This is an optimization exercise on Yosys and OpenROAD, whose aim is small area, not a production implementation.
In this exercise RTL edits were held to simulation tests only and were not proved equivalent to the original.
Power is estimated from default activity; no workload was simulated.

File: design.v
package cpu_pkg;
  localparam int XLEN     = 64;
  localparam int NUM_REGS = 32;
  localparam int CTRL_W   = 16;
  localparam logic [4:0] ZERO_REG = 5'd31;
endpackage
import cpu_pkg::*;
module regfile
(
  input  logic            clk,
  input  logic            reset_n,
  input  logic            we,
  input  logic [4:0]      waddr,
  input  logic [XLEN-1:0] wdata,
  input  logic [4:0]      raddr1,
  input  logic [4:0]      raddr2,
  output logic [XLEN-1:0] rdata1,
  output logic [XLEN-1:0] rdata2
);
  logic [XLEN-1:0]   regs [NUM_REGS-1];
  logic [NUM_REGS-2:0] written;
  always_ff @(posedge clk or negedge reset_n) begin
    if (!reset_n) begin
      written <= '0;
    end else if (we && (waddr != ZERO_REG)) begin
      written[waddr] <= 1'b1;
    end
  end
  always_ff @(posedge clk) begin
    if (we && (waddr != ZERO_REG)) begin
      regs[waddr] <= wdata;
    end
  end
  assign rdata1 = (raddr1 != ZERO_REG && written[raddr1]) ? regs[raddr1] : '0;
  assign rdata2 = (raddr2 != ZERO_REG && written[raddr2]) ? regs[raddr2] : '0;
endmodule
import cpu_pkg::*;
module register_read_stage
(
  input  logic              clk,
  input  logic              reset_n,
  input  logic              RegWriteWB,
  input  logic [4:0]        WriteRegWB,
  input  logic [XLEN-1:0]   FinalWriteData,
  input  logic              in_valid,
  input  logic [4:0]        Rn,
  input  logic [4:0]        Rm,
  input  logic [4:0]        Rd,
  input  logic              MemReadID,
  input  logic [CTRL_W-1:0] CtrlID,
  input  logic              flush,
  output logic [XLEN-1:0]   ReadData1EX,
  output logic [XLEN-1:0]   ReadData2EX,
  output logic [4:0]        RnEX,
  output logic [4:0]        RmEX,
  output logic [4:0]        RdEX,
  output logic              MemReadEX,
  output logic [CTRL_W-1:0] CtrlEX,
  output logic              ValidEX,
  output logic              stall
);
  logic              load_use;
  logic              live;       
  logic [4:0]        rd_q;
  logic              mem_read_q;
  logic [CTRL_W-1:0] ctrl_q;
  logic              valid_q;
  regfile u_regfile (
    .clk    (clk),
    .reset_n(reset_n),
    .we     (RegWriteWB),
    .waddr  (WriteRegWB),
    .wdata  (FinalWriteData),
    .raddr1 (RnEX),
    .raddr2 (RmEX),
    .rdata1 (ReadData1EX),
    .rdata2 (ReadData2EX)
  );
  assign RdEX      = live ? rd_q : ZERO_REG;
  assign MemReadEX = live & mem_read_q;
  assign CtrlEX    = live ? ctrl_q : '0;
  assign ValidEX   = live & valid_q;
  assign load_use = ValidEX && MemReadEX && (RdEX != ZERO_REG) && in_valid &&
                    ((RdEX == Rn) || (RdEX == Rm));
  assign stall = load_use && !flush;
  always_ff @(posedge clk or negedge reset_n) begin
    if (!reset_n) begin
      RnEX <= ZERO_REG;
      RmEX <= ZERO_REG;
      live <= 1'b0;
    end else begin
      RnEX <= Rn;
      RmEX <= Rm;
      live <= !(flush || load_use);
    end
  end
  always_ff @(posedge clk) begin
    rd_q       <= Rd;
    mem_read_q <= MemReadID;
    ctrl_q     <= CtrlID;
    valid_q    <= in_valid;
  end
endmodule
File: run.sh
#!/bin/bash
# synth_recipe.tcl (not shown) runs the flow's synth.tcl, then flattens the netlist and writes it again
# the make line also repeats each setting of config.mk as NAME=value (left out here)
make -C /OpenROAD-flow-scripts/flow DESIGN_CONFIG=/design/flow/config.mk WORK_HOME=/design/flow/orfs CLKGATE_MAP_FILE= SYNTH_SCRIPT=/design/flow/synth_recipe.tcl finish
File: config.mk
export PLATFORM = sky130hd
export DESIGN_NAME = register_read_stage
export DESIGN_NICKNAME = register_read_stage
export VERILOG_FILES = /design/flow/design.v
export SDC_FILE = /design/flow/constraint.sdc
export NUM_CORES = 4
export LEC_CHECK = 0
export CAP_MARGIN = 20
export CORE_MARGIN = 2
export CORE_UTILIZATION = 30
export PLACE_DENSITY = 0.45
export SLEW_MARGIN = 20
File: constraint.sdc
create_clock -name core_clock -period 5.0 [get_ports {clk}]
set_input_delay 1.0000 -clock core_clock [delete_from_list [all_inputs] [get_ports {clk}]]
set_output_delay 1.0000 -clock core_clock [all_outputs]
set_load 0.01 [all_outputs]
==> notes.md <==
reg2reg setup slack=approximately 3.0 ns; YS warnings=2; gr ovfl total=0; vias in the first global route=slightly below 60,000; dpl hpwl=199 mm; number of synthesized flops with an enable pin=roughly 2,000; Achievable Freq=just over 0.2 GHz; WL/cell=~37 um; Max Cap Viol=0; Max Slew Vio Count=0; Worst Hold Class=input pin to async pin; slew margin rel.=0.263; share of post-route cells with drive strength above 1=0.313; Async S/R FF share, synth=0.0205; row cnt=206; minimum clock period=about 4.9 ns; Setup crit end kind=primary output; largest cells by area after synthesis=edfxtp_1, mux4_2, mux2i_1, nand2_1, o21ai_0; Setup TNS Final=0 ns; CTS tree=yes; status=no timing/DRC/antenna violations; Final period util=0.985; commonest non-fill, non-tap cells in the layout=edfxtp_1, mux4_2, mux2i_1; 1st-iter DRT viols=between 5,000 and 6,000; worst skew pair latency=0.89 ns; first-pass GRT wire length=between 400 and 500 mm; hold_buf cts=0; DR vias=between 50,000 and 60,000; final hold vios=0; Reg clk slew, reported paths=around 0.060 ns; All-Layer GR Usage=0.223; crit path max fanout=15; Syn Nets=roughly 5,200; #FFs+latches synth=a little over 2,000; Max clock buf depth=4; DIE AREA=approximately 320,000 um^2; Via density=between 5 and 6; sequential share of the synthesized area=0.646; input/output buffers=267; CP arrival=a little under 4 ns; VDD IR-drop max=0.274 mV; Leak Pwr=~37 nW; fin util=0.363; syn avg cell area=~19 um^2; CTS Buf Count=approximately 230; cell count after synthesis=5,058; pin count of the biggest net entering global routing=91; CP Launch Type=flop; global placement routability congestion=around 0.77; r2r worst-path depth=6; pwr/cell area=around 360 nW/um^2; WL final=362 mm; Netlist cell types=64; most common cell after layout, fill and taps aside=edfxtp_1; worst-margin pin slew=roughly 1.1 ns; Top Ports=268; Routed Antenna Nets=0; FF-to-FF Start=live$_DFF_PN0_; root buf cell=clkbuf_16; Setup violations, final=0; initial antenna violation count=39; die height=566 um; Post-synth top flop=edfxtp_1; Area Overhead vs Synth=20.7%; Worst Setup Path Type=flop to primary output; nets=5,667; Filler Cell Count=between 20,000 and 30,000; Mapped Area=roughly 95,000 um^2; clk sink count=2,049; initial core utilization=0.301; Setup Skew=between 0.0007 and 0.0008 ns; required time worst endpoint=4.00 ns; worst r2r dst=live$_DFF_PN0_; drt pass-1 iters=7; Yosys top cell by area=edfxtp_1; Chip Width=approximately 570 um; DRC viols=0; CORE AREA=314,000 um^2; Synth top area share=0.630; H-tree levels=4
-- where the power goes --
| part | internal (mW) | switching, mW |
|---|---|---|
| logic | 2.10 | 2.81 |
| registers | 19.1 | 0.184 |
| clock network | 9.63 | 7.18 |
| total | 30.9 | 10.2 |
-- metal layers --
layer | vias up | global-route usage | share of wire
met1 | 31400 | 0.303 | 0.42
met3 | 509 | 0.0348 | 0.065
met4 | 26 | 0.0638 | 0.030
met2 | 2346 | 0.371 | 0.49
met5 | - | 0 | 0.00044
li1 | 22600 | - | -
-- registers in the layout (all words and copies together), names as in the netlist, 5 cells and up --
register,cells
RmEX,5
u_regfile.regs,1984
u_regfile.written,31
RnEX,5
ctrl_q,16
rd_q,5
-- critical path, cell delays in order (launching register included) --
cell	delay (ns)
dfstp_4	0.63
buf_12	0.14
buf_8	0.17
buf_16	0.21
mux4_2	0.53
mux4_2	0.50
o211a_1	0.31
clkdlybuf4s50_1	0.51
-- through the flow --
stage	worst slack, ns	hold WS [ns]	area, um^2	cells	power (mW)
after detailed placement	0.287	0.463	105000	9375	24.3
after global routing	-0.00136	0.115	114000	9909	42.2
after CTS	-0.151	0.253	114000	9892	41.5
final	0.0755	0.104	114000	9914	41.0
after global placement	0.231	0.452	105000	9375	24.3
after floorplan	-1.47	0.439	94600	5058	21.9
-- kinds of logic after synthesis --
| logic type | after synthesis | share of synthesized area |
|---|---|---|
| compound gates | 677 | 0.0492 |
| simple gates | 608 | 0.0289 |
| xor+xnor | 10 | 0.000926 |
| mux | 1288 | 0.254 |
| fa+ha+maj | 4 | 0.000529 |
| buf+inv | 422 | 0.0202 |
| flops | 2049 | 0.646 |
-- what timing repair did --
action                                  in CTS  in global routing
pin swaps                                   19                  2
resized for setup                          317                 18
gates cloned                                30                  1
endpoints found under the setup margin     127                 25
setup buffers                               66                  9
-- layout make-up --
class,instances,area [um^2],area share
diodes,11,27.5,0.000241
clock buffers,279,6050,0.0530
clock inverters,142,1260,0.0110
inverters,7,41.3,0.000362
multi-input cells,2587,32200,0.282
flip-flops and latches,2049,61100,0.536
well taps,4160,5200,0.0456
repair buffers,679,8210,0.0719
-- how the worst max path moves through the flow --
stage	depth (start not counted)	from	end
5_1_grt	9	RmEX[0]$_DFF_PN1_	ReadData2EX[21]
3_5_place_dp	8	RnEX[1]$_DFF_PN1_	ReadData1EX[48]
4_1_cts	8	RnEX[1]$_DFF_PN1_	ReadData1EX[51]
3_3_place_gp	8	RnEX[1]$_DFF_PN1_	ReadData1EX[48]
2_1_floorplan	3	WriteRegWB[2]	u_regfile.regs[7][0]$_DFFE_PP_
6_report	7	RmEX[0]$_DFF_PN1_	ReadData2EX[20]
-- cell usage after synthesis, types with 22 or more instances --
library cell	instances
edfxtp_1	1984
mux4_2	891
mux2i_1	390
nand2_1	328
clkbuf_1	196
o21ai_0	193
buf_2	129
nor2_1	103
o221ai_1	87
o21a_1	74
o22ai_1	62
a22oi_1	51
buf_1	51
nand4_1	50
a21oi_1	47
and3_1	34
buf_4	32
dfrtp_1	32
a32oi_1	31
a2111oi_0	26
a21o_1	24
dfxtp_1	23
and2_1	22

## afterwards: timing with drivers on the ports
No port has a modelled driver above. Below, the same layout with a new extraction and two added sets of constraints.
Step 1 sets driving cells, clkbuf_16 on the clock port and buf_2 on the other inputs (assumed; they add their load-dependent delay and slew).
Step 2 moves the port delays by t, midway between the first and last clock arrival at a register: inputs arrive t later, outputs are due t later. That takes back most of the time a late clock gives input paths.
Slacks: ideal ports / drivers / drivers and shift; pairs: ideal ports / drivers.
shift t [ns]: 1.002
slack for setup (ns): 0.075 / -0.033 / 0.701
worst slew at a driven data input, ns: 0.21
After both steps setup and hold are still met in this run. For this run, drivers alone change the setup slack by -0.108 ns; drivers and shift together by +0.626 ns.
